What follows belongs to an exercise in optimizing a design on an open flow for small area; a production flow would make more cautious choices. No run shown here included a check of the RTL's function; only the layout flow was run. No activity file was given, so power comes from the tool's default toggle rates. No driver is modelled on the clock port, so clocking that relies on it looks cheaper here than on a real chip.

==> flow/design.v <==
package pacman_pkg;
  localparam int GRID_W       = 28;
  localparam int GRID_H       = 31;
  localparam int N_CELLS      = GRID_W * GRID_H;
  localparam int TILE_SHIFT   = 3;
  localparam int MAZE_X0      = 204;
  localparam int MAZE_Y0      = 30;
  localparam int PELLET_PTS   = 10;
  localparam int POWER_PTS    = 50;
  localparam int POWER_FRAMES = 360;
  localparam int N_GROUPS     = 6;
  localparam int N_TRIPS      = 11;    
  typedef enum logic [1:0] {CELL_NONE = 2'b00, CELL_PELLET = 2'b01, CELL_POWER = 2'b10} cell_t;
  typedef enum logic [1:0] {INIT, IDLE, RD, EAT} state_t;
endpackage
module pellet_ram (
  input  logic       clk,
  input  logic [3:0] trip,
  input  logic [2:0] grp,
  input  logic       pol,
  input  logic [7:0] wd,
  output logic [7:0] rd
);
  localparam int NT = pacman_pkg::N_TRIPS - 1;   
  localparam int NR = NT * pacman_pkg::N_GROUPS + 2;
  logic [NR-1:0][7:0] tap;
  logic [NR-1:0] hot;
  logic [7:0] wdx, rdx;
  assign wdx = wd ^ {8{pol}};
  logic [NR-1:0] keep;
  pellet_dec #(.NT(NT), .NR(NR)) u_dec (.trip(trip), .grp(grp), .hot(hot), .keep(keep));
  for (genvar r = 0; r < NR; r++) begin : g_ring
    localparam int T = r < NT * pacman_pkg::N_GROUPS ? r / pacman_pkg::N_GROUPS : NT;
    localparam int G = r < NT * pacman_pkg::N_GROUPS ? r % pacman_pkg::N_GROUPS : r - NT * pacman_pkg::N_GROUPS;
    localparam int W = T < NT && G == 0 ? 5 : 8;
    logic [W-1:0] a, b, c;
    always_ff @(posedge clk) begin
      a <= ~((c | {W{hot[r]}}) & (wdx[W-1:0] | {W{keep[r]}}));   
      b <= a;
      c <= b;
    end
    if (W == 8) begin : g_w8
      assign tap[r] = c;
    end else begin : g_w5
      assign tap[r] = {{(8 - W){pol}}, c};   
    end
  end
  always_comb begin
    rdx = '0;
    for (int i = 0; i < NR; i++) rdx = rdx | (tap[i] & {8{hot[i]}});
  end
  assign rd = rdx ^ {8{pol}};
endmodule
module pellet_dec #(
  parameter int NT = 10,
  parameter int NR = 62
) (
  input  logic [3:0]    trip,
  input  logic [2:0]    grp,
  output logic [NR-1:0] hot,
  output logic [NR-1:0] keep
);
  assign keep = ~hot;
  for (genvar r = 0; r < NR; r++) begin : g_hot
    localparam int T = r < NT * pacman_pkg::N_GROUPS ? r / pacman_pkg::N_GROUPS : NT;
    localparam int G = r < NT * pacman_pkg::N_GROUPS ? r % pacman_pkg::N_GROUPS : r - NT * pacman_pkg::N_GROUPS;
    if (T < NT) begin : g_col
      assign hot[r] = trip == 4'(T) && grp == 3'(G);
    end else begin : g_last
      assign hot[r] = trip == 4'(T) && (grp >= 3'd3) == (G == 1);
    end
  end
endmodule
module pellet_tracker (
  input  logic        clk,
  input  logic        rst_n,
  input  logic        frame_tick,
  input  logic        level_start,
  input  logic [9:0]  pm_xpos,
  input  logic [9:0]  pm_ypos,
  output logic [9:0]  rom_addr,
  input  logic [1:0]  rom_pellet,
  output logic        busy,
  output logic        eat_pulse,
  output logic [15:0] score,
  output logic [9:0]  pellets_left,
  output logic        level_clear,
  output logic        power_active
);
  pacman_pkg::state_t state;
  logic [3:0] trip;       
  logic [2:0] grp;        
  logic [2:0] pos;        
  logic [1:0] when;       
  logic [1:0] ph;         
  logic       pol;        
  logic [6:0] acc;        
  function automatic logic [9:0] unpack3(input logic [7:0] v);
    case (v)
      8'd0: unpack3 = 10'b0000000000;
      8'd1: unpack3 = 10'b0000000001;
      8'd2: unpack3 = 10'b0000000010;
      8'd3: unpack3 = 10'b0000000100;
      8'd4: unpack3 = 10'b0000000101;
      8'd5: unpack3 = 10'b0000000110;
      8'd6: unpack3 = 10'b0000001000;
      8'd7: unpack3 = 10'b0000001001;
      8'd8: unpack3 = 10'b0000001010;
      8'd9: unpack3 = 10'b0000010000;
      8'd10: unpack3 = 10'b0000010001;
      8'd11: unpack3 = 10'b0000010010;
      8'd12: unpack3 = 10'b0000010100;
      8'd13: unpack3 = 10'b0000010101;
      8'd14: unpack3 = 10'b0000010110;
      8'd15: unpack3 = 10'b0000011000;
      8'd16: unpack3 = 10'b0000011001;
      8'd17: unpack3 = 10'b0000011010;
      8'd18: unpack3 = 10'b0000100000;
      8'd19: unpack3 = 10'b0000100001;
      8'd20: unpack3 = 10'b0000100010;
      8'd21: unpack3 = 10'b0000100100;
      8'd22: unpack3 = 10'b0000100101;
      8'd23: unpack3 = 10'b0000100110;
      8'd24: unpack3 = 10'b0000101000;
      8'd25: unpack3 = 10'b0000101001;
      8'd26: unpack3 = 10'b0000101010;
      8'd27: unpack3 = 10'b0001000000;
      8'd28: unpack3 = 10'b0001000001;
      8'd29: unpack3 = 10'b0001000010;
      8'd30: unpack3 = 10'b0001000100;
      8'd31: unpack3 = 10'b0001000101;
      8'd32: unpack3 = 10'b0001000110;
      8'd33: unpack3 = 10'b0001001000;
      8'd34: unpack3 = 10'b0001001001;
      8'd35: unpack3 = 10'b0001001010;
      8'd36: unpack3 = 10'b0001010000;
      8'd37: unpack3 = 10'b0001010001;
      8'd38: unpack3 = 10'b0001010010;
      8'd39: unpack3 = 10'b0001010100;
      8'd40: unpack3 = 10'b0001010101;
      8'd41: unpack3 = 10'b0001010110;
      8'd42: unpack3 = 10'b0001011000;
      8'd43: unpack3 = 10'b0001011001;
      8'd44: unpack3 = 10'b0001011010;
      8'd45: unpack3 = 10'b0001100000;
      8'd46: unpack3 = 10'b0001100001;
      8'd47: unpack3 = 10'b0001100010;
      8'd48: unpack3 = 10'b0001100100;
      8'd49: unpack3 = 10'b0001100101;
      8'd50: unpack3 = 10'b0001100110;
      8'd51: unpack3 = 10'b0001101000;
      8'd52: unpack3 = 10'b0001101001;
      8'd53: unpack3 = 10'b0001101010;
      8'd54: unpack3 = 10'b0010000000;
      8'd55: unpack3 = 10'b0010000001;
      8'd56: unpack3 = 10'b0010000010;
      8'd57: unpack3 = 10'b0010000100;
      8'd58: unpack3 = 10'b0010000101;
      8'd59: unpack3 = 10'b0010000110;
      8'd60: unpack3 = 10'b0010001000;
      8'd61: unpack3 = 10'b0010001001;
      8'd62: unpack3 = 10'b0010001010;
      8'd63: unpack3 = 10'b0010010000;
      8'd64: unpack3 = 10'b0010010001;
      8'd65: unpack3 = 10'b0010010010;
      8'd66: unpack3 = 10'b0010010100;
      8'd67: unpack3 = 10'b0010010101;
      8'd68: unpack3 = 10'b0010010110;
      8'd69: unpack3 = 10'b0010011000;
      8'd70: unpack3 = 10'b0010011001;
      8'd71: unpack3 = 10'b0010011010;
      8'd72: unpack3 = 10'b0010100000;
      8'd73: unpack3 = 10'b0010100001;
      8'd74: unpack3 = 10'b0010100010;
      8'd75: unpack3 = 10'b0010100100;
      8'd76: unpack3 = 10'b0010100101;
      8'd77: unpack3 = 10'b0010100110;
      8'd78: unpack3 = 10'b0010101000;
      8'd79: unpack3 = 10'b0010101001;
      8'd80: unpack3 = 10'b0010101010;
      8'd81: unpack3 = 10'b0100000000;
      8'd82: unpack3 = 10'b0100000001;
      8'd83: unpack3 = 10'b0100000010;
      8'd84: unpack3 = 10'b0100000100;
      8'd85: unpack3 = 10'b0100000101;
      8'd86: unpack3 = 10'b0100000110;
      8'd87: unpack3 = 10'b0100001000;
      8'd88: unpack3 = 10'b0100001001;
      8'd89: unpack3 = 10'b0100001010;
      8'd90: unpack3 = 10'b0100010000;
      8'd91: unpack3 = 10'b0100010001;
      8'd92: unpack3 = 10'b0100010010;
      8'd93: unpack3 = 10'b0100010100;
      8'd94: unpack3 = 10'b0100010101;
      8'd95: unpack3 = 10'b0100010110;
      8'd96: unpack3 = 10'b0100011000;
      8'd97: unpack3 = 10'b0100011001;
      8'd98: unpack3 = 10'b0100011010;
      8'd99: unpack3 = 10'b0100100000;
      8'd100: unpack3 = 10'b0100100001;
      8'd101: unpack3 = 10'b0100100010;
      8'd102: unpack3 = 10'b0100100100;
      8'd103: unpack3 = 10'b0100100101;
      8'd104: unpack3 = 10'b0100100110;
      8'd105: unpack3 = 10'b0100101000;
      8'd106: unpack3 = 10'b0100101001;
      8'd107: unpack3 = 10'b0100101010;
      8'd108: unpack3 = 10'b0101000000;
      8'd109: unpack3 = 10'b0101000001;
      8'd110: unpack3 = 10'b0101000010;
      8'd111: unpack3 = 10'b0101000100;
      8'd112: unpack3 = 10'b0101000101;
      8'd113: unpack3 = 10'b0101000110;
      8'd114: unpack3 = 10'b0101001000;
      8'd115: unpack3 = 10'b0101001001;
      8'd116: unpack3 = 10'b0101001010;
      8'd117: unpack3 = 10'b0101010000;
      8'd118: unpack3 = 10'b0101010001;
      8'd119: unpack3 = 10'b0101010010;
      8'd120: unpack3 = 10'b0101010100;
      8'd121: unpack3 = 10'b0101010101;
      8'd122: unpack3 = 10'b0101010110;
      8'd123: unpack3 = 10'b0101011000;
      8'd124: unpack3 = 10'b0101011001;
      8'd125: unpack3 = 10'b0101011010;
      8'd126: unpack3 = 10'b0101100000;
      8'd127: unpack3 = 10'b0101100001;
      8'd128: unpack3 = 10'b0101100010;
      8'd129: unpack3 = 10'b0101100100;
      8'd130: unpack3 = 10'b0101100101;
      8'd131: unpack3 = 10'b0101100110;
      8'd132: unpack3 = 10'b0101101000;
      8'd133: unpack3 = 10'b0101101001;
      8'd134: unpack3 = 10'b0101101010;
      8'd135: unpack3 = 10'b0110000000;
      8'd136: unpack3 = 10'b0110000001;
      8'd137: unpack3 = 10'b0110000010;
      8'd138: unpack3 = 10'b0110000100;
      8'd139: unpack3 = 10'b0110000101;
      8'd140: unpack3 = 10'b0110000110;
      8'd141: unpack3 = 10'b0110001000;
      8'd142: unpack3 = 10'b0110001001;
      8'd143: unpack3 = 10'b0110001010;
      8'd144: unpack3 = 10'b0110010000;
      8'd145: unpack3 = 10'b0110010001;
      8'd146: unpack3 = 10'b0110010010;
      8'd147: unpack3 = 10'b0110010100;
      8'd148: unpack3 = 10'b0110010101;
      8'd149: unpack3 = 10'b0110010110;
      8'd150: unpack3 = 10'b0110011000;
      8'd151: unpack3 = 10'b0110011001;
      8'd152: unpack3 = 10'b0110011010;
      8'd153: unpack3 = 10'b0110100000;
      8'd154: unpack3 = 10'b0110100001;
      8'd155: unpack3 = 10'b0110100010;
      8'd156: unpack3 = 10'b0110100100;
      8'd157: unpack3 = 10'b0110100101;
      8'd158: unpack3 = 10'b0110100110;
      8'd159: unpack3 = 10'b0110101000;
      8'd160: unpack3 = 10'b0110101001;
      8'd161: unpack3 = 10'b0110101010;
      8'd162: unpack3 = 10'b1000000000;
      8'd163: unpack3 = 10'b1000000001;
      8'd164: unpack3 = 10'b1000000010;
      8'd165: unpack3 = 10'b1000000100;
      8'd166: unpack3 = 10'b1000000101;
      8'd167: unpack3 = 10'b1000000110;
      8'd168: unpack3 = 10'b1000001000;
      8'd169: unpack3 = 10'b1000001001;
      8'd170: unpack3 = 10'b1000001010;
      8'd171: unpack3 = 10'b1000010000;
      8'd172: unpack3 = 10'b1000010001;
      8'd173: unpack3 = 10'b1000010010;
      8'd174: unpack3 = 10'b1000010100;
      8'd175: unpack3 = 10'b1000010101;
      8'd176: unpack3 = 10'b1000010110;
      8'd177: unpack3 = 10'b1000011000;
      8'd178: unpack3 = 10'b1000011001;
      8'd179: unpack3 = 10'b1000011010;
      8'd180: unpack3 = 10'b1000100000;
      8'd181: unpack3 = 10'b1000100001;
      8'd182: unpack3 = 10'b1000100010;
      8'd183: unpack3 = 10'b1000100100;
      8'd184: unpack3 = 10'b1000100101;
      8'd185: unpack3 = 10'b1000100110;
      8'd186: unpack3 = 10'b1000101000;
      8'd187: unpack3 = 10'b1000101001;
      8'd188: unpack3 = 10'b1000101010;
      8'd189: unpack3 = 10'b1001000000;
      8'd190: unpack3 = 10'b1001000001;
      8'd191: unpack3 = 10'b1001000010;
      8'd192: unpack3 = 10'b1001000100;
      8'd193: unpack3 = 10'b1001000101;
      8'd194: unpack3 = 10'b1001000110;
      8'd195: unpack3 = 10'b1001001000;
      8'd196: unpack3 = 10'b1001001001;
      8'd197: unpack3 = 10'b1001001010;
      8'd198: unpack3 = 10'b1001010000;
      8'd199: unpack3 = 10'b1001010001;
      8'd200: unpack3 = 10'b1001010010;
      8'd201: unpack3 = 10'b1001010100;
      8'd202: unpack3 = 10'b1001010101;
      8'd203: unpack3 = 10'b1001010110;
      8'd204: unpack3 = 10'b1001011000;
      8'd205: unpack3 = 10'b1001011001;
      8'd206: unpack3 = 10'b1001011010;
      8'd207: unpack3 = 10'b1001100000;
      8'd208: unpack3 = 10'b1001100001;
      8'd209: unpack3 = 10'b1001100010;
      8'd210: unpack3 = 10'b1001100100;
      8'd211: unpack3 = 10'b1001100101;
      8'd212: unpack3 = 10'b1001100110;
      8'd213: unpack3 = 10'b1001101000;
      8'd214: unpack3 = 10'b1001101001;
      8'd215: unpack3 = 10'b1001101010;
      8'd216: unpack3 = 10'b1010000000;
      8'd217: unpack3 = 10'b1010000001;
      8'd218: unpack3 = 10'b1010000010;
      8'd219: unpack3 = 10'b1010000100;
      8'd220: unpack3 = 10'b1010000101;
      8'd221: unpack3 = 10'b1010000110;
      8'd222: unpack3 = 10'b1010001000;
      8'd223: unpack3 = 10'b1010001001;
      8'd224: unpack3 = 10'b1010001010;
      8'd225: unpack3 = 10'b1010010000;
      8'd226: unpack3 = 10'b1010010001;
      8'd227: unpack3 = 10'b1010010010;
      8'd228: unpack3 = 10'b1010010100;
      8'd229: unpack3 = 10'b1010010101;
      8'd230: unpack3 = 10'b1010010110;
      8'd231: unpack3 = 10'b1010011000;
      8'd232: unpack3 = 10'b1010011001;
      8'd233: unpack3 = 10'b1010011010;
      8'd234: unpack3 = 10'b1010100000;
      8'd235: unpack3 = 10'b1010100001;
      8'd236: unpack3 = 10'b1010100010;
      8'd237: unpack3 = 10'b1010100100;
      8'd238: unpack3 = 10'b1010100101;
      8'd239: unpack3 = 10'b1010100110;
      8'd240: unpack3 = 10'b1010101000;
      8'd241: unpack3 = 10'b1010101001;
      8'd242: unpack3 = 10'b1010101010;
      default: unpack3 = 10'b0;
    endcase
  endfunction
  function automatic logic [5:0] row_split(input logic [5:0] yq);
    case (yq)
      6'd4: row_split = {4'd0, 2'd0};
      6'd5: row_split = {4'd0, 2'd1};
      6'd6: row_split = {4'd0, 2'd2};
      6'd7: row_split = {4'd1, 2'd0};
      6'd8: row_split = {4'd1, 2'd1};
      6'd9: row_split = {4'd1, 2'd2};
      6'd10: row_split = {4'd2, 2'd0};
      6'd11: row_split = {4'd2, 2'd1};
      6'd12: row_split = {4'd2, 2'd2};
      6'd13: row_split = {4'd3, 2'd0};
      6'd14: row_split = {4'd3, 2'd1};
      6'd15: row_split = {4'd3, 2'd2};
      6'd16: row_split = {4'd4, 2'd0};
      6'd17: row_split = {4'd4, 2'd1};
      6'd18: row_split = {4'd4, 2'd2};
      6'd19: row_split = {4'd5, 2'd0};
      6'd20: row_split = {4'd5, 2'd1};
      6'd21: row_split = {4'd5, 2'd2};
      6'd22: row_split = {4'd6, 2'd0};
      6'd23: row_split = {4'd6, 2'd1};
      6'd24: row_split = {4'd6, 2'd2};
      6'd25: row_split = {4'd7, 2'd0};
      6'd26: row_split = {4'd7, 2'd1};
      6'd27: row_split = {4'd7, 2'd2};
      6'd28: row_split = {4'd8, 2'd0};
      6'd29: row_split = {4'd8, 2'd1};
      6'd30: row_split = {4'd8, 2'd2};
      6'd31: row_split = {4'd9, 2'd0};
      6'd32: row_split = {4'd9, 2'd1};
      6'd33: row_split = {4'd9, 2'd2};
      6'd34: row_split = {4'd10, 2'd0};
      default: row_split = 6'b0;
    endcase
  endfunction
  function automatic logic [5:0] col_split(input logic [4:0] xq);
    case (xq)
      5'd26: col_split = {3'd0, 3'd2};
      5'd27: col_split = {3'd0, 3'd3};
      5'd28: col_split = {3'd0, 3'd4};
      5'd29: col_split = {3'd1, 3'd0};
      5'd30: col_split = {3'd1, 3'd1};
      5'd31: col_split = {3'd1, 3'd2};
      5'd0: col_split = {3'd1, 3'd3};
      5'd1: col_split = {3'd1, 3'd4};
      5'd2: col_split = {3'd2, 3'd0};
      5'd3: col_split = {3'd2, 3'd1};
      5'd4: col_split = {3'd2, 3'd2};
      5'd5: col_split = {3'd2, 3'd3};
      5'd6: col_split = {3'd2, 3'd4};
      5'd7: col_split = {3'd3, 3'd0};
      5'd8: col_split = {3'd3, 3'd1};
      5'd9: col_split = {3'd3, 3'd2};
      5'd10: col_split = {3'd3, 3'd3};
      5'd11: col_split = {3'd3, 3'd4};
      5'd12: col_split = {3'd4, 3'd0};
      5'd13: col_split = {3'd4, 3'd1};
      5'd14: col_split = {3'd4, 3'd2};
      5'd15: col_split = {3'd4, 3'd3};
      5'd16: col_split = {3'd4, 3'd4};
      5'd17: col_split = {3'd5, 3'd0};
      5'd18: col_split = {3'd5, 3'd1};
      5'd19: col_split = {3'd5, 3'd2};
      5'd20: col_split = {3'd5, 3'd3};
      5'd21: col_split = {3'd5, 3'd4};
      default: col_split = 6'b0;
    endcase
  endfunction
  function automatic logic x_in(input logic [6:0] q);
    case (q)
      7'd26, 7'd27, 7'd28, 7'd29, 7'd30, 7'd31, 7'd32, 7'd33, 7'd34, 7'd35, 7'd36, 7'd37, 7'd38, 7'd39, 7'd40, 7'd41, 7'd42, 7'd43, 7'd44, 7'd45, 7'd46, 7'd47, 7'd48, 7'd49, 7'd50, 7'd51, 7'd52, 7'd53: x_in = 1'b1;
      default: x_in = 1'b0;
    endcase
  endfunction
  function automatic logic y_in(input logic [6:0] q);
    case (q)
      7'd4, 7'd5, 7'd6, 7'd7, 7'd8, 7'd9, 7'd10, 7'd11, 7'd12, 7'd13, 7'd14, 7'd15, 7'd16, 7'd17, 7'd18, 7'd19, 7'd20, 7'd21, 7'd22, 7'd23, 7'd24, 7'd25, 7'd26, 7'd27, 7'd28, 7'd29, 7'd30, 7'd31, 7'd32, 7'd33, 7'd34: y_in = 1'b1;
      default: y_in = 1'b0;
    endcase
  endfunction
  logic [6:0] xq, yq;
  logic accept, look;
  logic [3:0] a_trip;
  logic [2:0] a_grp, a_pos;
  logic [1:0] a_row3, a_ph, a_when;
  assign xq = pm_xpos[9:3];
  assign yq = pm_ypos[9:3];
  assign accept = pm_xpos[2:0] == 3'd0 && pm_ypos[2:0] == 3'd2 && x_in(xq) && y_in(yq);
  assign {a_grp, a_pos} = col_split(xq[4:0]);
  always_comb begin
    {a_trip, a_row3} = row_split(yq[5:0]);
  end
  always_comb begin
    case ({a_row3, a_grp})
      {2'd0, 3'd0}, {2'd0, 3'd3}, {2'd1, 3'd1}, {2'd1, 3'd4}, {2'd2, 3'd2}, {2'd2, 3'd5}: a_ph = 2'd0;
      {2'd1, 3'd0}, {2'd1, 3'd3}, {2'd2, 3'd1}, {2'd2, 3'd4}, {2'd0, 3'd2}, {2'd0, 3'd5}: a_ph = 2'd1;
      default: a_ph = 2'd2;
    endcase
  end
  always_comb begin
    case ({a_ph, ph})
      {2'd0, 2'd0}, {2'd1, 2'd1}, {2'd2, 2'd2}: a_when = 2'd0;
      {2'd1, 2'd0}, {2'd2, 2'd1}, {2'd0, 2'd2}: a_when = 2'd1;
      default: a_when = 2'd2;
    endcase
  end
  assign look = state == pacman_pkg::IDLE && frame_tick && accept;
  logic [3:0] m_trip;
  logic [2:0] m_grp, m_pos;
  logic [7:0] m_rd, m_wd, m_new, pw;
  logic [1:0] digit, eat_digit, rom_cell;
  logic tap_now, load_done, word_done;
  logic [7:0] word_in;
  assign m_trip = state == pacman_pkg::IDLE ? a_trip : trip;
  assign m_grp  = state == pacman_pkg::IDLE ? a_grp : grp;
  assign m_pos  = state == pacman_pkg::IDLE ? a_pos : pos;
  pellet_ram u_ram (
    .clk  (clk),
    .pol  (pol),
    .trip (m_trip),
    .grp  (m_grp),
    .wd   (m_wd),
    .rd   (m_rd)
  );
  logic [9:0] dg;
  assign dg = unpack3(m_rd);
  always_comb begin
    case (m_pos)
      3'd0: begin digit = dg[9:8]; pw = 8'd81; end
      3'd1: begin digit = dg[7:6]; pw = 8'd27; end
      3'd2: begin digit = dg[5:4]; pw = 8'd9; end
      3'd3: begin digit = dg[3:2]; pw = 8'd3; end
      default: begin digit = dg[1:0]; pw = 8'd1; end
    endcase
  end
  logic [7:0] sub1, sub2;
  assign sub1 = m_rd - pw;
  assign sub2 = m_rd - {pw[6:0], 1'b0};
  assign m_new = tap_now && digit[1] ? sub2 : tap_now && digit[0] ? sub1 : m_rd;
  assign tap_now = look ? a_when == 2'd0
                 : state == pacman_pkg::RD ? when == 2'd1
                 : state == pacman_pkg::EAT && when == 2'd2;
  assign rom_cell = rom_pellet == 2'b11 ? pacman_pkg::CELL_NONE : rom_pellet;
  assign word_in = 8'(acc) * 8'd3 + 8'(rom_cell);
  assign word_done = pos == 3'd4;
  assign load_done = word_done && trip == 4'd10 && grp == 3'd5;
  assign busy = state == pacman_pkg::INIT;
  assign m_wd = busy ? (word_done ? word_in : m_rd) : m_new;
  assign eat_digit = state == pacman_pkg::EAT && when == 2'd2 ? digit : acc[1:0];
  logic hit, is_power;
  logic [16:0] sum;
  assign hit = eat_digit == pacman_pkg::CELL_PELLET || eat_digit == pacman_pkg::CELL_POWER;
  assign is_power = eat_digit == pacman_pkg::CELL_POWER;
  logic [16:0] sum_p, sum_x;
  assign sum_p = {1'b0, score} + 17'(pacman_pkg::PELLET_PTS);
  assign sum_x = {1'b0, score} + 17'(pacman_pkg::POWER_PTS);
  assign sum = is_power ? sum_x : sum_p;
  always_ff @(posedge clk or negedge rst_n)
    if (!rst_n) state <= pacman_pkg::INIT;
    else if (level_start) state <= pacman_pkg::INIT;
    else case (state)
      pacman_pkg::INIT: if (load_done) state <= pacman_pkg::IDLE;
      pacman_pkg::IDLE: if (frame_tick && accept) state <= pacman_pkg::RD;
      pacman_pkg::RD:   state <= pacman_pkg::EAT;
      default:          state <= pacman_pkg::IDLE;
    endcase
  always_ff @(posedge clk)
    if (busy && pos == 3'd5) ph <= 2'd1;
    else ph <= ph == 2'd2 ? 2'd0 : ph + 2'd1;
  always_ff @(posedge clk)
    if (ph == 2'd2) pol <= ~pol;
  always_ff @(posedge clk or negedge rst_n)
    if (!rst_n) pos <= 3'd5;
    else if (level_start) pos <= 3'd5;
    else if (busy) begin
      if (pos == 3'd5 || (word_done && grp == 3'd5)) pos <= 3'd2;
      else if (word_done) pos <= 3'd0;
      else pos <= pos + 3'd1;
    end else if (look) pos <= a_pos;
  always_ff @(posedge clk)
    if (!level_start) begin
      if (busy) begin
        if (pos == 3'd5) begin
          trip <= '0;
          grp <= '0;
          when <= '0;
          acc <= '0;
        end else if (word_done) begin
          acc <= '0;
          grp <= grp == 3'd5 ? 3'd0 : grp + 3'd1;
          if (grp == 3'd5) begin
            when <= when == 2'd2 ? 2'd0 : when + 2'd1;
            if (when == 2'd2) trip <= trip + 4'd1;
          end
        end else acc <= 7'(word_in);
      end else if (look) begin
        trip <= a_trip;
        grp <= a_grp;
        when <= a_when;
        if (a_when == 2'd0) acc[1:0] <= digit;
      end else if (state == pacman_pkg::RD && when == 2'd1) acc[1:0] <= digit;
    end
  always_ff @(posedge clk or negedge rst_n)
    if (!rst_n) begin
      rom_addr <= '0;
      score <= '0;
      pellets_left <= '0;
      eat_pulse <= 1'b0;
      level_clear <= 1'b0;
    end else begin
      eat_pulse <= 1'b0;
      if (level_start) begin
        rom_addr <= '0;
        pellets_left <= '0;
        level_clear <= 1'b0;
      end else if (state == pacman_pkg::INIT) begin
        rom_addr <= rom_addr == 10'(pacman_pkg::N_CELLS - 1) ? rom_addr : rom_addr + 10'd1;
        if (pos != 3'd5 && rom_cell != pacman_pkg::CELL_NONE) pellets_left <= pellets_left + 10'd1;
      end else if (state == pacman_pkg::EAT && hit) begin
        eat_pulse <= 1'b1;
        score <= sum[16] ? 16'hFFFF : sum[15:0];
        if (pellets_left != '0) pellets_left <= pellets_left - 10'd1;
        if (pellets_left == 10'd1) level_clear <= 1'b1;
      end
    end
  logic [8:0] timer;
  always_ff @(posedge clk or negedge rst_n)
    if (!rst_n) timer <= '0;
    else if (level_start) timer <= '0;
    else if (state == pacman_pkg::EAT && hit && is_power) timer <= 9'(pacman_pkg::POWER_FRAMES);
    else if (frame_tick && timer != '0) timer <= timer - 9'd1;
  assign power_active = timer != '0;
endmodule
==> flow/flow/run.sh <==
#!/bin/bash
set -euo pipefail
CTS="-sink_clustering_enable -repair_clock_nets -dont_use_dummy_load -sink_clustering_size 30 -sink_clustering_max_diameter 60 -buf_list sky130_fd_sc_hd__clkbuf_16"
bash standard.sh "CTS_ARGS=$CTS" "REMOVE_ABC_BUFFERS=1" "BUFFER_PORTS_ARGS=-buffer_cell sky130_fd_sc_hd__buf_2" finish > flow_make.log 2>&1
==> flow/standard.sh <==
#!/bin/bash
# synth_recipe.tcl (not shown) runs the flow's synth.tcl, then flattens the netlist and writes it again
# the make line also repeats each setting of config.mk as NAME=value (left out here)
make -C /OpenROAD-flow-scripts/flow DESIGN_CONFIG=/design/flow/config.mk WORK_HOME=/design/flow/orfs CLKGATE_MAP_FILE= SYNTH_SCRIPT=/design/flow/synth_recipe.tcl "${@:-finish}"
==> flow/config.mk <==
export PLATFORM = sky130hd
export DESIGN_NAME = pellet_tracker
export DESIGN_NICKNAME = pellet_tracker
export VERILOG_FILES = /design/flow/design.v
export SDC_FILE = /design/flow/constraint.sdc
export NUM_CORES = 4
export LEC_CHECK = 0
export ABC_AREA = 1
export CAP_MARGIN = 20
export CORE_MARGIN = 2
export CORE_UTILIZATION = 65
export CTS_BUF_LIST = sky130_fd_sc_hd__clkbuf_16
export CTS_CLUSTER_DIAMETER = 60
export CTS_CLUSTER_SIZE = 30
export GPL_TIMING_DRIVEN = 0
export PLACE_DENSITY = 0.75
export SETUP_SLACK_MARGIN = 0.15
export SLEW_MARGIN = 20
export SYNTH_HIERARCHICAL = 1
==> flow/constraint.sdc <==
create_clock -name core_clock -period 10.0 [get_ports {clk}]
set_input_delay 2.0000 -clock core_clock [delete_from_list [all_inputs] [get_ports {clk}]]
set_output_delay 2.0000 -clock core_clock [all_outputs]
set_load 0.01 [all_outputs]
==> impl_metrics.toml, run 1 <==
[status]
status = "finished clean"

[power]
ir_drop_v = 0.000352
p_switching_mw = 7.05
clkPwrFrac = 0.154
p_sw_frac = 0.373
powerDensity_nw_per_um2 = 387
total_power_mw = 18.9
intPower_mw = 11.9
pwr-share-seq = 0.463
p_comb_frac = 0.383
p_leak_nw = 21.3

[synthesis]
synth-edff-count = 17
netlist.area_leader.share = 0.638
synth.area.mux_share = 0.000683
synth_area_leaders = "dfxtp_1 (64%), nand2_1 (9.8%), o22ai_1 (6.8%)"
synthXorXnorAreaFrac = 0.00783
netlist_instances = 4385
yosysTopAreaCell = "dfxtp_1"
yosysUniqueCellTypes = 53
synthAdderAreaFrac = 0.0209
seq_area_frac_synth = 0.679
ys_seq_elements = 1469
synth_compound_area_frac = 0.0990
async_flop_share = 0.0354
ys.flop_type = "dfxtp_1"
netlist_area_um2 = 44000
synth_area_per_cell_um2 = 10.0
synth_top_family_by_area = "simple AND/OR/NAND/NOR gates"
ys.warnings.count = 8
synth-simple-area-share = 0.151

[worst_setup_path]
cp_common_cell = "nor2_1"
path_class = "input port to register"
r2r_start = "state[1]$_DFFE_PN0P_"
rr_worst_depth = 46
r2r_slack_ns = 1.13
worst_ep_arrival_time_ns = 9.87
path_delay_family = "simple AND/OR/NAND/NOR gates"
crit_required_ns = 10.48
r2r-end = "score[14]$_DFFE_PN0P_"
cp-end-kind = "register"
slowest_delay_ns = 0.65
cp-start-kind = "input port"
critPathSlowestCell = "nor2_1"
critical_path_buf_inv_count = 10
crit_fanout = 19

[global_routing]
antenna_found_initial = 0
grtUsageTotal = 0.274
grt_pass1_wl_mm = 150
grt_overflow_total = 0
grt_pass1_vias = 27245
grt_max_degree = 53

[hold_path]
min-delay-start = "u_ram.g_ring[27].a[4]$_DFF_P_"
hold_path_class = "register to register"
whs_path_depth = 0
whs_endpoint = "u_ram.g_ring[27].b[4]$_DFF_P_"

[sta]
final_max_slew_viol_count = 0
worst_pin_slew_ns = 1.03
fin_crit_sh = 0.940
clock_skew_ns = 0.0951
setup_viol = 0
fmax_mhz = 106
period_minus_slack_ns = 9.40
rsz0062_at_grt = "false"
slew_headroom = 0.314
hold_viol = 0

[floorplan]
boundaryPins = 66
fp.coreArea_um2 = 67000
die_h_um = 264
fp.dieW_um = 264
num_rows = 95
die-area_um2 = 69700
initial_core_util = 0.656

[drt]
num_vias = 30096
drcViolationCount = 0
wl_per_cell_um = 19.1
drt-initial-drc-count = 2687
drt_wl_total_mm = 102
routed_via_density = 5.64
drt-pass1-iter-count = 8
ant_nets = 0

[cts]
htreeDepth = 3
clk_pin_slew_ns = 0.10
clock-sinks = 1469
cts_made_buffers = 69
cts_hold_buf = 0
cts_tree = "built"
root_buffer = "clkbuf_16"
cts_buffer_depth = 3
insertion_delay_ns = 0.66

[flow_run]
drv_cap = 0

[placement]
place.gp.congestion = 0.911
dpl.hpwl_mm = 66.0
post-place-cells = 5098
portBuffers = 65

[finish]
seqCellArea_um2 = 29800
area_delta_synth_final_pct = 11.2
final_nets = 4563
drive_gt1_frac = 0.115
fill_cells = 4550
multi_input_area_um2 = 13100
final_cell_count_no_fill = 5337
antennaDiodeCount = 0
[how the worst max path moves through the flow]
stage                    start                       endpoint  slack [ns]  depth (start not counted)
floorplan           pm_xpos[4]  u_ram.g_ring[10].a[7]$_DFF_P_        1.12                         36
global placement    pm_xpos[4]  u_ram.g_ring[21].a[7]$_DFF_P_       -4.19                         38
detailed placement  pm_xpos[4]          score[14]$_DFFE_PN0P_       -1.69                         43
CTS                 pm_ypos[4]          score[14]$_DFFE_PN0P_        0.15                         52
global route        pm_ypos[4]          score[14]$_DFFE_PN0P_        0.07                         49
finish              pm_xpos[5]          score[13]$_DFFE_PN0P_        0.60                         45
[kinds of logic after synthesis]
| group | count (synthesis) |
|---|---|
| adders and majority gates | 71 |
| xor gates and xnor gates | 32 |
| DFF | 1469 |
| buffers and inverters | 432 |
| and+or+nand+nor | 1661 |
| AOI/OAI and AO/OA | 717 |
| muxes | 3 |
[power by group through the flow]
stage          combinational [mW]  sequential [mW]  clock, mW
4_1_cts                      6.68             8.73       2.95
5_1_grt                      7.70             8.94       3.14
3_5_place_dp                 6.55             8.84          0
3_3_place_gp                 5.41             8.75          0
2_1_floorplan                3.63             8.60          0
6_report                     7.24             8.76       2.92
[sequential cells by signal (all words and copies together) (netlist names)]
register,flops
u_ram.g_ring.a,466
u_ram.g_ring.b,466
u_ram.g_ring.c,466
score,16
pellets_left,10
rom_addr,10
timer,9
acc,7
trip,4
grp,3
pos,3
ph,2
state,2
when,2
eat_pulse,1
level_clear,1
pol,1
[synthesized netlist by cell type, types with 11 or more instances]
cell type	number
a21oi_1	61
buf_1	55
buf_2	104
buf_4	11
clkbuf_1	76
dfrtp_1	50
dfxtp_1	1400
edfxtp_1	17
ha_1	67
inv_1	160
inv_2	18
nand2_1	1151
nand3_1	105
nand4_1	11
nor2_1	321
nor3_1	24
o211ai_1	16
o21ai_0	110
o21ai_1	15
o22ai_1	477
xor2_1	16
[Yosys stat by module, one instance, submodules excluded, a selection]
module          flip-flops and latches  cell area (um^2)
pellet_ram                        1398             35700
pellet_tracker                      71              7540
[layer usage]
metal  routed length, um  part of all wire  GRT usage
met1               45600              0.45      0.393
met2               45800              0.45      0.428
met3                6470             0.064     0.0380
met4                3810             0.037     0.0969
met5                   0                 0          0
[per-stage QoR]
step / util / hold WS, ns / worst slack, ns / setup TNS [ns] / instance area [um^2]
6_report: 0.729 / 0.253 / 0.604 / 0 / 48900
5_1_grt: 0.729 / 0.260 / 0.0719 / 0 / 48900
4_1_cts: 0.701 / 0.256 / 0.154 / 0 / 47000
3_5_place_dp: 0.671 / 0.312 / -1.69 / -446.94 / 45000
3_3_place_gp: 0.659 / 0.309 / -4.19 / -1359.34 / 44200
2_1_floorplan: - / 0.310 / 1.12 / 0 / 42800
[cell usage in the layout (no fill, tap or decap), types with 4 or more instances in the layout]
| cell type | netlist | final |
|---|---|---|
| dfrtp_1 | 50 | 50 |
| nand2_4 | 4 | 16 |
| o211ai_1 | 16 | 16 |
| o21ai_2 | 6 | 10 |
| o21ai_0 | 110 | 103 |
| nor2_4 | 1 | 63 |
| or2_2 | 9 | 9 |
| buf_16 | 0 | 22 |
| nand3_4 | 0 | 6 |
| nor2_2 | 4 | 12 |
| xnor2_1 | 9 | 9 |
| buf_2 | 104 | 63 |
| fa_1 | 4 | 4 |
| a31oi_1 | 10 | 10 |
| nand2_2 | 10 | 15 |
| o31ai_1 | 5 | 5 |
| xor2_1 | 16 | 15 |
| o22ai_1 | 477 | 477 |
| nor2_1 | 321 | 252 |
| o21ai_1 | 15 | 16 |
| xor2_4 | 1 | 8 |
| inv_2 | 18 | 18 |
| inv_1 | 160 | 154 |
| buf_8 | 0 | 6 |
| edfxtp_1 | 17 | 17 |
| nand3_2 | 7 | 6 |
| dfxtp_1 | 1400 | 1400 |
| a21oi_1 | 61 | 61 |
| clkinvlp_4 | 0 | 6 |
| nand4_1 | 11 | 11 |
| buf_12 | 0 | 12 |
| o211ai_2 | 5 | 5 |
| ha_1 | 67 | 67 |
| nor3_1 | 24 | 24 |
| nand2_1 | 1151 | 1134 |
| nand3_1 | 105 | 100 |
| clkbuf_16 | 0 | 69 |
| buf_4 | 11 | 156 |
[worst reg2reg max path: cells and delay by family, from the launching register on]
family / cells / cell delay (ns)
compound gates: 11 / 1.98
fa+ha+maj: 4 / 1.61
buf+inv: 8 / 1.21
flops: 1 / 0.41
simple gates: 23 / 3.62
[final cells by class]
| type | instances | area share |
|---|---|---|
| Multi-Input combinational cell | 2485 | 0.267 |
| Timing Repair inverter | 1 | 0.000102 |
| Inverter | 179 | 0.0142 |
| Sequential cell | 1469 | 0.611 |
| Tap cell | 873 | 0.0224 |
| Timing Repair Buffer | 261 | 0.0500 |
| Clock buffer | 69 | 0.0353 |
[timing repair]
| action | CTS | global route |
|---|---|---|
| hold endpoints to repair | 0 | 0 |
| resized for setup | 81 | 113 |
| endpoints found under the setup margin | 502 | 136 |
| pin swaps | 0 | 43 |
| gates cloned | 0 | 2 |
| setup buffers | 0 | 168 |
==> run 2, diff against run 1 <==
==> flow/flow/run.sh (replaced) <==
#!/bin/bash
set -euo pipefail
CTS="-sink_clustering_enable -repair_clock_nets -dont_use_dummy_load -sink_clustering_size 30 -sink_clustering_max_diameter 90 -buf_list sky130_fd_sc_hd__clkbuf_16"
bash standard.sh "CTS_ARGS=$CTS" "REMOVE_ABC_BUFFERS=1" "BUFFER_PORTS_ARGS=-buffer_cell sky130_fd_sc_hd__buf_2" finish > flow_make.log 2>&1
==> run 2 against run 1 <==
Critical path type unchanged. Largest power group unchanged. Wire length down 1.5%. Area after synthesis unchanged. Die area unchanged. Via count down 1.3%. First-iteration DRC count down 5.4%. Utilization down 1.1 points. Critical path depth up 3. Maximum frequency down 0.94%. Final cell count down 1.2%. Worst setup slack worse by 0.090 ns. Clock power down 9.6%.
==> impl_metrics.toml, run 2 <==
[worst_setup_path]
crit_required_ns = 10.51
crit_fanout = 29
cp-end-kind = "register"
critPathSlowestCell = "inv_1"
path_class = "input port to register"
cp-start-kind = "input port"
slowest_delay_ns = 0.43
worst_ep_arrival_time_ns = 10.00
cp_common_cell = "nor2_1"

[synthesis]
synth-edff-count = 17
async_flop_share = 0.0354
synth_most_common_cell = "dfxtp_1"
ys.warnings.count = 8
synth_area_per_cell_um2 = 10.0
netlist_area_um2 = 44000
netlist_instances = 4385
yosysUniqueCellTypes = 53
netlist.area_leader.share = 0.638
ys.flop_type = "dfxtp_1"
synth_area_leaders = "dfxtp_1 (64%), nand2_1 (9.8%), o22ai_1 (6.8%)"
synthTopCellsByCount = "dfxtp_1 (1400), nand2_1 (1151), o22ai_1 (477)"
yosysTopAreaCell = "dfxtp_1"
ys_seq_elements = 1469
seq_area_frac_synth = 0.679

[sta]
hold_ws_ns = 0.307
slew_headroom = 0.335
fin_setup_tns_ns = 0
worst_pin_slew_ns = 0.997
hold_viol = 0
fmax_mhz = 105
rsz0062_at_grt = "false"
clock_skew_ns = 0.0964
fin_crit_sh = 0.949
final_max_slew_viol_count = 0
period_minus_slack_ns = 9.49
setup_viol = 0

[flow_run]
drv_cap = 0

[hold_path]
hold_path_class = "register to register"

[global_routing]
busiest_layer = "met2"
grt_max_degree = 53
grtUsageTotal = 0.271
grt_pass1_vias = 27047
use_met1 = 0.392
grt_pass1_wl_mm = 150
grtUsageMet2 = 0.427
grt_overflow_total = 0
met3_usage = 0.0331
antenna_found_initial = 0

[finish]
antennaDiodeCount = 0
layout_common_cells = "dfxtp_1 (1400), nand2_1 (1134), o22ai_1 (477)"
area_delta_synth_final_pct = 9.51
drive_gt1_frac = 0.102
fill_cells = 4730
layout_commonest_cell = "dfxtp_1"
largestRegisters = "u_ram.g_ring.a (466), u_ram.g_ring.b (466), u_ram.g_ring.c (466)"
final_nets = 4498

[drt]
drt-pass1-iter-count = 8
drt_wl_total_mm = 100
routed_via_density = 5.63
num_vias = 29700
wl_per_cell_um = 19.0
drcViolationCount = 0
drt-initial-drc-count = 2541
ant_nets = 0

[cts]
cts_buffer_depth = 3
htreeDepth = 2
insertion_delay_ns = 0.68
root_buffer = "clkbuf_16"
clock-sinks = 1469
cts_tree = "built"
clk_pin_slew_ns = 0.10
cts_made_buffers = 56

[floorplan]
die-area_um2 = 69700
initial_core_util = 0.656
boundaryPins = 66
die_h_um = 264
num_rows = 95
fp.coreArea_um2 = 67000
fp.dieW_um = 264

[placement]
place.gp.congestion = 0.911
portBuffers = 65
dpl.hpwl_mm = 66.0

[power]
ir_drop_v = 0.000346
p_leak_nw = 20.9
powerDensity_nw_per_um2 = 385

[status]
status = "finished clean"
-- run 2: cell counts after synthesis --
Identical to the previous run, type by type.
-- run 2: area by class of cell --
class,instances,area [um^2],area share
Tap cell,873,1090,0.0227
Timing Repair Buffer,209,2070,0.0430
Clock buffer,56,1400,0.0291
Multi-Input combinational cell,2485,13000,0.271
Inverter,179,683,0.0142
Timing Repair inverter,1,5.00,0.000104
Sequential cell,1469,29800,0.620
-- run 2: layer usage --
metal / up-vias / wire [um]
met5: - / 0
met4: 0 / 4030
met3: 243 / 6360
met2: 1020 / 44700
met1: 14080 / 45100
li1: 14357 / -
-- run 2: worst paths after layout --
check	to	startpoint	slack, ns	depth (start not counted)
setup / recovery	score[14]$_DFFE_PN0P_	pm_ypos[8]	0.51	48
hold / removal	u_ram.g_ring[24].c[0]$_DFF_P_	u_ram.g_ring[24].b[0]$_DFF_P_	0.31	0
setup reg to reg	score[14]$_DFFE_PN0P_	state[1]$_DFFE_PN0P_	0.99	45
hold reg to reg	u_ram.g_ring[24].c[0]$_DFF_P_	u_ram.g_ring[24].b[0]$_DFF_P_	0.31	0
max in group asynchronous	pos[1]$_DFFE_PN0P_	rst_n	8.11	1
min in group asynchronous	pellets_left[7]$_DFFE_PN0P_	rst_n	1.39	1
-- run 2: cells by family (layout without fill, tap and decap cells) --
family	after synthesis	count (layout)	share of synthesized area
xor gates and xnor gates	32	32	0.00783
and+or+nand+nor	1661	1662	0.151
muxes	3	3	0.000683
DFF	1469	1469	0.679
buffers and inverters	432	445	0.0420
AOI/OAI and AO/OA	717	717	0.0990
adders and majority gates	71	71	0.0209
-- run 2: modules after synthesis, one instance, submodules excluded, a selection --
| module | copies in the design | cells inside | area (um^2) |
|---|---|---|---|
| pellet_ram | 1 | 3064 | 35700 |
| pellet_tracker | 1 | 1134 | 7540 |
-- run 2: power breakdown --
| part | leakage (nW) | switching (mW) | internal, mW |
|---|---|---|---|
| clock network | 0.690 | 1.63 | 1.01 |
| registers | 12.7 | 0.771 | 7.98 |
| logic | 7.52 | 4.54 | 2.59 |
| total | 20.9 | 6.95 | 11.6 |
-- run 2: per-stage QoR --
stage	utilization	std cells	setup slack (ns)	instance area [um^2]	power, mW
finish	0.718	5272	0.514	48100	18.5
global route	0.718	5272	0.0583	48100	19.4
CTS	0.695	5154	0.170	46600	18.1
detailed placement	0.671	5098	-1.69	45000	15.4
global placement	0.659	5070	-4.19	44200	14.2
floorplan	-	4132	1.12	42800	12.2
-- run 2: what timing repair did --
action                                 4_1_cts  5_1_grt
endpoints found under the hold margin        0        0
gates cloned                                 0        2
hold buffers                                 0        0
setup endpoints to repair                  489      305
pin swaps                                    0       35
resized for setup                           67      119
buffers inserted                             0      116
-- run 2: worst max-delay path, delay by kind of cell --
kind,cells,cell delay (ns)
buffers and inverters,8,1.21
AO/OA/AOI/OAI,8,1.51
adder cells (fa/ha/maj),2,0.61
AND/OR/NAND/NOR,30,4.65
==> run 3, diff against run 2 <==
--- a/flow/design.v
+++ b/flow/design.v
@@ -45,10 +45,35 @@
       assign tap[r] = {{(8 - W){pol}}, c};   
     end
   end
-  always_comb begin
-    rdx = '0;
-    for (int i = 0; i < NR; i++) rdx = rdx | (tap[i] & {8{hot[i]}});
+  logic [64*8-1:0] or6;
+  logic [32*8-1:0] or5;
+  logic [16*8-1:0] or4;
+  logic [8*8-1:0] or3;
+  logic [4*8-1:0] or2;
+  logic [2*8-1:0] or1;
+  for (genvar i = 0; i < 64; i++) begin : g_leaf
+    if (i < NR) begin : g_used
+      assign or6[i*8 +: 8] = tap[i] & {8{hot[i]}};
+    end else begin : g_zero
+      assign or6[i*8 +: 8] = '0;
+    end
+  end
+  for (genvar i = 0; i < 32; i++) begin : g_or5
+    assign or5[i*8 +: 8] = or6[2*i*8 +: 8] | or6[(2*i+1)*8 +: 8];
+  end
+  for (genvar i = 0; i < 16; i++) begin : g_or4
+    assign or4[i*8 +: 8] = or5[2*i*8 +: 8] | or5[(2*i+1)*8 +: 8];
+  end
+  for (genvar i = 0; i < 8; i++) begin : g_or3
+    assign or3[i*8 +: 8] = or4[2*i*8 +: 8] | or4[(2*i+1)*8 +: 8];
+  end
+  for (genvar i = 0; i < 4; i++) begin : g_or2
+    assign or2[i*8 +: 8] = or3[2*i*8 +: 8] | or3[(2*i+1)*8 +: 8];
+  end
+  for (genvar i = 0; i < 2; i++) begin : g_or1
+    assign or1[i*8 +: 8] = or2[2*i*8 +: 8] | or2[(2*i+1)*8 +: 8];
   end
+  assign rdx = or1[7:0] | or1[15:8];
   assign rd = rdx ^ {8{pol}};
 endmodule
 module pellet_dec #(
@@ -498,8 +523,7 @@
   assign hit = eat_digit == pacman_pkg::CELL_PELLET || eat_digit == pacman_pkg::CELL_POWER;
   assign is_power = eat_digit == pacman_pkg::CELL_POWER;
   logic [16:0] sum_p, sum_x;
-  assign sum_p = {1'b0, score} + 17'(pacman_pkg::PELLET_PTS);
-  assign sum_x = {1'b0, score} + 17'(pacman_pkg::POWER_PTS);
+  pellet_sums u_sums (.score(score), .sum_p(sum_p), .sum_x(sum_x));
   assign sum = is_power ? sum_x : sum_p;
   always_ff @(posedge clk or negedge rst_n)
     if (!rst_n) state <= pacman_pkg::INIT;
@@ -577,3 +601,11 @@
     else if (frame_tick && timer != '0) timer <= timer - 9'd1;
   assign power_active = timer != '0;
 endmodule
+module pellet_sums (
+  input  logic [15:0] score,
+  output logic [16:0] sum_p,
+  output logic [16:0] sum_x
+);
+  assign sum_p = {1'b0, score} + 17'(pacman_pkg::PELLET_PTS);
+  assign sum_x = {1'b0, score} + 17'(pacman_pkg::POWER_PTS);
+endmodule
==> flow/flow/run.sh (replaced) <==
#!/bin/bash
set -euo pipefail
CTS="-sink_clustering_enable -repair_clock_nets -dont_use_dummy_load -sink_clustering_size 30 -sink_clustering_max_diameter 60 -buf_list sky130_fd_sc_hd__clkbuf_16"
bash standard.sh "CTS_ARGS=$CTS" "REMOVE_ABC_BUFFERS=1" "BUFFER_PORTS_ARGS=-buffer_cell sky130_fd_sc_hd__buf_2" finish > flow_make.log 2>&1
==> run 3 against run 2 <==
Still clean. Non-clock buffer count rose by 1. Flip-flop and latch count did not move. Global-route usage rose by 1.0 points. Critical endpoint is now timer[4]$_DFFE_PN0P_. Largest power group unchanged. Highest routed layer unchanged.
==> impl_metrics.toml, run 3 <==
[status]
status = "finished clean"

[worst_setup_path]
critical_path_buf_inv_count = 8
crit_fanout = 18
slowest_delay_ns = 0.45
cp-end-kind = "register"
critPathSlowestCell = "o21ai_0"
worst_ep_arrival_time_ns = 9.62
path_delay_family = "simple AND/OR/NAND/NOR gates"
crit_required_ns = 10.47
cp_common_cell = "nand2_1"
path_class = "input port to register"
cp-start-kind = "input port"

[cts]
htreeDepth = 3
cts_buffer_depth = 3
cts_tree = "built"
clock-sinks = 1469
root_buffer = "clkbuf_16"
insertion_delay_ns = 0.65
cts_made_buffers = 68
clk_pin_slew_ns = 0.10

[finish]
drive_gt1_frac = 0.100
fill_cells = 4785
largestRegisters = "u_ram.g_ring.a (466), u_ram.g_ring.b (466), u_ram.g_ring.c (466)"
multi_input_area_um2 = 13400
layout_commonest_cell = "dfxtp_1"
layout_common_cells = "dfxtp_1 (1400), nand2_1 (1199), o22ai_1 (473)"
final_area_um2 = 49000
final_nets = 4622
seqCellArea_um2 = 29800
fin_util = 0.726
area_delta_synth_final_pct = 10.1
final_cell_count_no_fill = 5400

[placement]
portBuffers = 65
placed_area_um2 = 45600
post-place-cells = 5219
dpl_worst_slack_ns = -2.50
place.gp.congestion = 0.888
dpl.hpwl_mm = 67.1

[synthesis]
async_flop_share = 0.0354
synthTopCellsByCount = "dfxtp_1 (1400), nand2_1 (1215), o22ai_1 (473)"
netlist.area_leader.share = 0.630
synth_area_per_cell_um2 = 9.87
synth_most_common_cell = "dfxtp_1"
ys.warnings.count = 8
synth-edff-count = 17
yosysUniqueCellTypes = 56
synth_area_leaders = "dfxtp_1 (63%), nand2_1 (10%), o22ai_1 (6.6%)"
seq_area_frac_synth = 0.671
netlist_area_um2 = 44500
ys_seq_elements = 1469
ys.flop_type = "dfxtp_1"
netlist_instances = 4511
yosysTopAreaCell = "dfxtp_1"

[drt]
num_vias = 30278
wl_per_cell_um = 18.9
drt_wl_total_mm = 102
drt-pass1-iter-count = 6
drt-initial-drc-count = 2582
routed_via_density = 5.61
ant_nets = 0
drcViolationCount = 0

[floorplan]
initial_core_util = 0.659
die_h_um = 266
die-area_um2 = 70600
num_rows = 95
fp.coreArea_um2 = 67500
fp.dieW_um = 266
boundaryPins = 66

[sta]
setup_ws_ns = 0.851
rsz0062_at_grt = "false"
fin_crit_sh = 0.915
setup_viol = 0
period_minus_slack_ns = 9.15
hold_ws_ns = 0.289
worst_pin_slew_ns = 1.14
final_max_slew_viol_count = 0
clock_skew_ns = 0.0955
fmax_mhz = 109
hold_viol = 0
slew_headroom = 0.233

[global_routing]
antenna_found_initial = 1
grt_max_degree = 53
grt_overflow_total = 0
grt_pass1_vias = 27936
grtUsageTotal = 0.281
grt_pass1_wl_mm = 156

[hold_path]
hold_path_class = "register to register"

[power]
p_leak_nw = 21.3
ir_drop_v = 0.000300
powerDensity_nw_per_um2 = 390

[flow_run]
drv_cap = 0
run 3: cell count changes in the layout (fill, tap and decap cells not counted), sizes merged, moves of 9 or more:
cell	before	now
nand2	1165	1230
nand4	11	22
a31oi	10	20
nor2	328	352
clkbuf	57	68
nand3	112	103
run 3: through the flow:
stage / TNS [ns] / power, mW
5_1_grt: 0 / 20.0
2_1_floorplan: 0 / 12.3
3_5_place_dp: -378.07 / 15.7
3_3_place_gp: -1263.76 / 14.4
4_1_cts: 0 / 18.7
6_report: 0 / 19.1
run 3: modules after synthesis (local to each module, per instance), a selection:
module	area [um^2]	copies in the design	cells inside
pellet_sums	682	1	132
pellet_tracker	7370	1	1120
pellet_ram	35700	1	3072
run 3: worst reg2reg max path: cells and delay by family (launching register included):
| family | cells | cell delay [ns] |
|---|---|---|
| AO/OA/AOI/OAI | 7 | 1.84 |
| multiplexers | 1 | 0.29 |
| AND/OR/NAND/NOR | 20 | 3.50 |
| flip-flops | 1 | 0.41 |
| buffers and inverters | 7 | 1.54 |
| adder cells (fa/ha/maj) | 3 | 1.31 |
run 3: power by group:
group          internal, mW  leakage, nW  total, mW  switching, mW
Sequential             7.98         12.7       8.80          0.823
Combinational          2.76         7.78       7.44           4.68
Clock                  1.22        0.838       2.88           1.66
Total                  12.0         21.3       19.1           7.16
run 3: what timing repair did:
action	in CTS	in global routing
endpoints found under the setup margin	441	33
resized for setup	88	83
gates cloned	0	0
setup buffers	0	112
pin swaps	0	30
hold buffers	0	0
run 3: path summary, 6_finish.rpt:
| kind | startpoint | end | slack [ns] | depth (start not counted) |
|---|---|---|---|---|
| max in group asynchronous | rst_n | state[0]$_DFFE_PN0P_ | 8.03 | 1 |
| min reg2reg | u_ram.g_ring[19].a[2]$_DFF_P_ | u_ram.g_ring[19].b[2]$_DFF_P_ | 0.29 | 0 |
| min | u_ram.g_ring[19].a[2]$_DFF_P_ | u_ram.g_ring[19].b[2]$_DFF_P_ | 0.29 | 0 |
| min in group asynchronous | rst_n | score[9]$_DFFE_PN0P_ | 1.38 | 1 |
| max | pm_xpos[5] | timer[4]$_DFFE_PN0P_ | 0.85 | 42 |
| max reg2reg | state[1]$_DFFE_PN0P_ | timer[4]$_DFFE_PN0P_ | 1.02 | 38 |
run 3: routing by layer:
metal / vias up / GRT usage / part of all wire
met5: - / 0 / 0
met4: 0 / 0.0958 / 0.034
met3: 212 / 0.0327 / 0.055
met2: 932 / 0.434 / 0.45
met1: 14365 / 0.415 / 0.46
li1: 14769 / - / -
run 3: layout make-up:
cell class              instances  share of cell area
multi-input cells            2591               0.274
well taps                     873              0.0223
inverters                     188              0.0146
clock buffers                  68              0.0347
diodes                          1           0.0000511
repair buffers                210              0.0451
flip-flops and latches       1469               0.609
run 3: logic make-up (layout without fill, tap and decap cells):
| group | Yosys count | in the layout | synth area share |
|---|---|---|---|
| flops | 1469 | 1469 | 0.671 |
| simple gates | 1748 | 1748 | 0.157 |
| mux | 1 | 1 | 0.000225 |
| compound gates | 737 | 737 | 0.100 |
| fa+ha+maj | 68 | 68 | 0.0198 |
| xor+xnor | 37 | 37 | 0.00922 |
| buf+inv | 451 | 466 | 0.0430 |
| other cells | 0 | 1 | 0 |
==> run 4, diff against run 3 <==
--- a/flow/config.mk
+++ b/flow/config.mk
@@ -6,7 +6,7 @@
 export NUM_CORES = 4
 export LEC_CHECK = 0
 export ABC_AREA = 1
-export CAP_MARGIN = 20
+export CAP_MARGIN = 5
 export CORE_MARGIN = 2
 export CORE_UTILIZATION = 65
 export CTS_BUF_LIST = sky130_fd_sc_hd__clkbuf_16
@@ -15,5 +15,5 @@
 export GPL_TIMING_DRIVEN = 0
 export PLACE_DENSITY = 0.75
 export SETUP_SLACK_MARGIN = 0.15
-export SLEW_MARGIN = 20
+export SLEW_MARGIN = 5
 export SYNTH_HIERARCHICAL = 1
==> run 4 against run 3 <==
Area after synthesis did not move. Global-route usage fell by 0.16 points. Register-to-register slack got worse by 0.16 ns. Utilization fell by 0.19 points. First-iteration DRC count fell by 0.62%. Clock skew rose by 0.019 ns. Clock power barely moved. Critical path type unchanged.
==> impl_metrics.toml, run 4 <==
[synthesis]
synthTopCellsByCount = "dfxtp_1 (1400), nand2_1 (1215), o22ai_1 (473)"
ys_seq_elements = 1469
netlist_instances = 4511
yosysTopAreaCell = "dfxtp_1"
synth-edff-count = 17
synth_area_leaders = "dfxtp_1 (63%), nand2_1 (10%), o22ai_1 (6.6%)"
synth_most_common_cell = "dfxtp_1"
ys.warnings.count = 8
netlist_area_um2 = 44500
yosysUniqueCellTypes = 56
ys.flop_type = "dfxtp_1"
netlist.area_leader.share = 0.630
async_flop_share = 0.0354
synth_area_per_cell_um2 = 9.87
seq_area_frac_synth = 0.671

[cts]
clk_pin_slew_ns = 0.10
root_buffer = "clkbuf_16"
cts_tree = "built"
cts_made_buffers = 68
clock-sinks = 1469
htreeDepth = 3
insertion_delay_ns = 0.66
cts_buffer_depth = 3

[placement]
portBuffers = 65
dpl_worst_slack_ns = -2.46
placed_area_um2 = 45500
dpl.hpwl_mm = 66.4
place.gp.congestion = 0.888
post-place-cells = 5214

[sta]
worst_pin_slew_ns = 1.19
period_minus_slack_ns = 9.27
setup_viol = 0
fmax_mhz = 108
clock_skew_ns = 0.115
hold_ws_ns = 0.263
setup_ws_ns = 0.734
fin_crit_sh = 0.927
hold_viol = 0
fin_setup_tns_ns = 0
rsz0062_at_grt = "false"
final_max_slew_viol_count = 0
slew_headroom = 0.202

[power]
p_sw_frac = 0.377
p_leak_nw = 21.3
intPower_mw = 11.8
p_comb_frac = 0.382
powerDensity_nw_per_um2 = 387
total_power_mw = 18.9
p_switching_mw = 7.14
clkPwrFrac = 0.153
ir_drop_v = 0.000321
pwr-share-seq = 0.465

[worst_setup_path]
endpoint = "score[7]$_DFFE_PN0P_"
critPathSlowestCell = "nor2_1"
slowest_delay_ns = 0.89
crit_start = "pm_ypos[8]"
worst_ep_arrival_time_ns = 9.66
worst-path-stages = 35
crit_fanout = 18
cp_common_cell = "nand2_1"
critical_path_buf_inv_count = 6
path_class = "input port to register"
r2r_slack_ns = 0.86
crit_required_ns = 10.40
cp-start-kind = "input port"
cp-end-kind = "register"
path_delay_family = "simple AND/OR/NAND/NOR gates"
r2r-end = "score[7]$_DFFE_PN0P_"
rr_worst_depth = 35
r2r_start = "state[1]$_DFFE_PN0P_"

[floorplan]
die-area_um2 = 70600
fp.coreArea_um2 = 67500
boundaryPins = 66
die_h_um = 266
initial_core_util = 0.659
fp.dieW_um = 266
num_rows = 95

[finish]
fin_util = 0.724
fill_cells = 4811
layout_common_cells = "dfxtp_1 (1400), nand2_1 (1199), o22ai_1 (473)"
final_area_um2 = 48900
antennaDiodeCount = 0
drive_gt1_frac = 0.0984
final_cell_count_no_fill = 5394
area_delta_synth_final_pct = 9.83
final_nets = 4617
largestRegisters = "u_ram.g_ring.a (466), u_ram.g_ring.b (466), u_ram.g_ring.c (466)"
layout_commonest_cell = "dfxtp_1"

[global_routing]
grt_overflow_total = 0
grt_pass1_vias = 28022
grt_pass1_wl_mm = 155
grt_max_degree = 53
grtUsageTotal = 0.280
antenna_found_initial = 0

[drt]
drt-pass1-iter-count = 6
wl_per_cell_um = 18.9
ant_nets = 0
drt_wl_total_mm = 102
drt-initial-drc-count = 2566
routed_via_density = 5.61
num_vias = 30246
drcViolationCount = 0

[hold_path]
hold_path_class = "register to register"

[flow_run]
drv_cap = 0

[status]
status = "finished clean"
[run 4: cell families after synthesis]
| group | Yosys count | synth area share |
|---|---|---|
| compound gates | 737 | 0.100 |
| mux | 1 | 0.000225 |
| fa+ha+maj | 68 | 0.0198 |
| flops | 1469 | 0.671 |
| xor+xnor | 37 | 0.00922 |
| simple gates | 1748 | 0.157 |
| buf+inv | 451 | 0.0430 |
[run 4: repair_timing]
item,in CTS,in global routing
gates resized for setup,92,81
setup endpoints to repair,451,50
buffers inserted,5,106
cloned,0,1
hold buffers,0,0
pin swaps,0,29
hold endpoints to repair,0,0
[run 4: layout make-up]
class,count,area (um^2),area share
inverter,188,717,0.0147
sequential,1469,29800,0.611
clock buffer,68,1700,0.0348
multi-input combinational,2592,13500,0.275
timing repair buffer,204,2070,0.0423
tap,873,1090,0.0223
[run 4: power groups by stage]
stage	Combinational, mW	Clock (mW)	Sequential [mW]
after floorplan	3.69	0	8.65
after global placement	5.58	0	8.83
after detailed placement	6.65	0	8.88
after CTS	6.81	2.92	8.78
after global routing	7.68	3.13	8.99
final	7.22	2.90	8.80
[run 4: how the worst min path moves through the flow]
stage	from	endpoint	depth (start not counted)
2_1_floorplan	u_ram.g_ring[0].a[0]$_DFF_P_	u_ram.g_ring[0].b[0]$_DFF_P_	0
3_3_place_gp	u_ram.g_ring[52].b[6]$_DFF_P_	u_ram.g_ring[52].c[6]$_DFF_P_	0
3_5_place_dp	u_ram.g_ring[51].a[4]$_DFF_P_	u_ram.g_ring[51].b[4]$_DFF_P_	0
4_1_cts	u_ram.g_ring[50].b[2]$_DFF_P_	u_ram.g_ring[50].c[2]$_DFF_P_	0
5_1_grt	u_ram.g_ring[50].b[2]$_DFF_P_	u_ram.g_ring[50].c[2]$_DFF_P_	0
6_report	u_ram.g_ring[50].b[2]$_DFF_P_	u_ram.g_ring[50].c[2]$_DFF_P_	0
[run 4: routing by layer]
layer,track usage,vias to the layer above,wire [um]
met2,0.431,962,45500
met5,0,-,0
met4,0.0991,0,3310
met1,0.408,14312,47300
li1,-,14764,-
met3,0.0378,208,5960
[run 4: per-module statistics from Yosys, one instance, submodules excluded, excerpt]
| module | flops+latches | cell area, um^2 | cells inside |
|---|---|---|---|
| pellet_ram | 1398 | 35700 | 3072 |
| pellet_sums | 0 | 682 | 132 |
| pellet_tracker | 71 | 7370 | 1120 |

-- static timing again, ports no longer ideal --
No port has a modelled driver above. Below, the same layouts with a new extraction and two added sets of constraints.
Step 1: set_driving_cell puts a clkbuf_16 on clk and a buf_2 on each other input, an assumption about the parent block.
Step 2 also shifts input and output timing later by t, the mid clock arrival at the registers, as if the neighbouring blocks saw the same clock.
Slacks: ideal / step 1 / step 2; pairs: ideal / step 1.
| run | shift t [ns] | setup WS [ns] | worst register clock-pin slew, ns |
|---|---|---|---|
| run 1 | 0.677 | 0.604 / 0.647 / -0.030 | 0.11 / 0.11 |
| run 2 | 0.687 | 0.514 / 0.542 / -0.145 | 0.11 / 0.11 |
| run 3 | 0.659 | 0.851 / 0.867 / 0.207 | 0.11 / 0.11 |
| run 4 | 0.664 | 0.734 / 0.745 / 0.081 | 0.11 / 0.11 |
Met with ideal ports but missed after step 2: setup timing in run 1 and run 2. For run 2, which loses most, drivers alone change the setup slack by +0.028 ns; drivers and shift together by -0.659 ns.
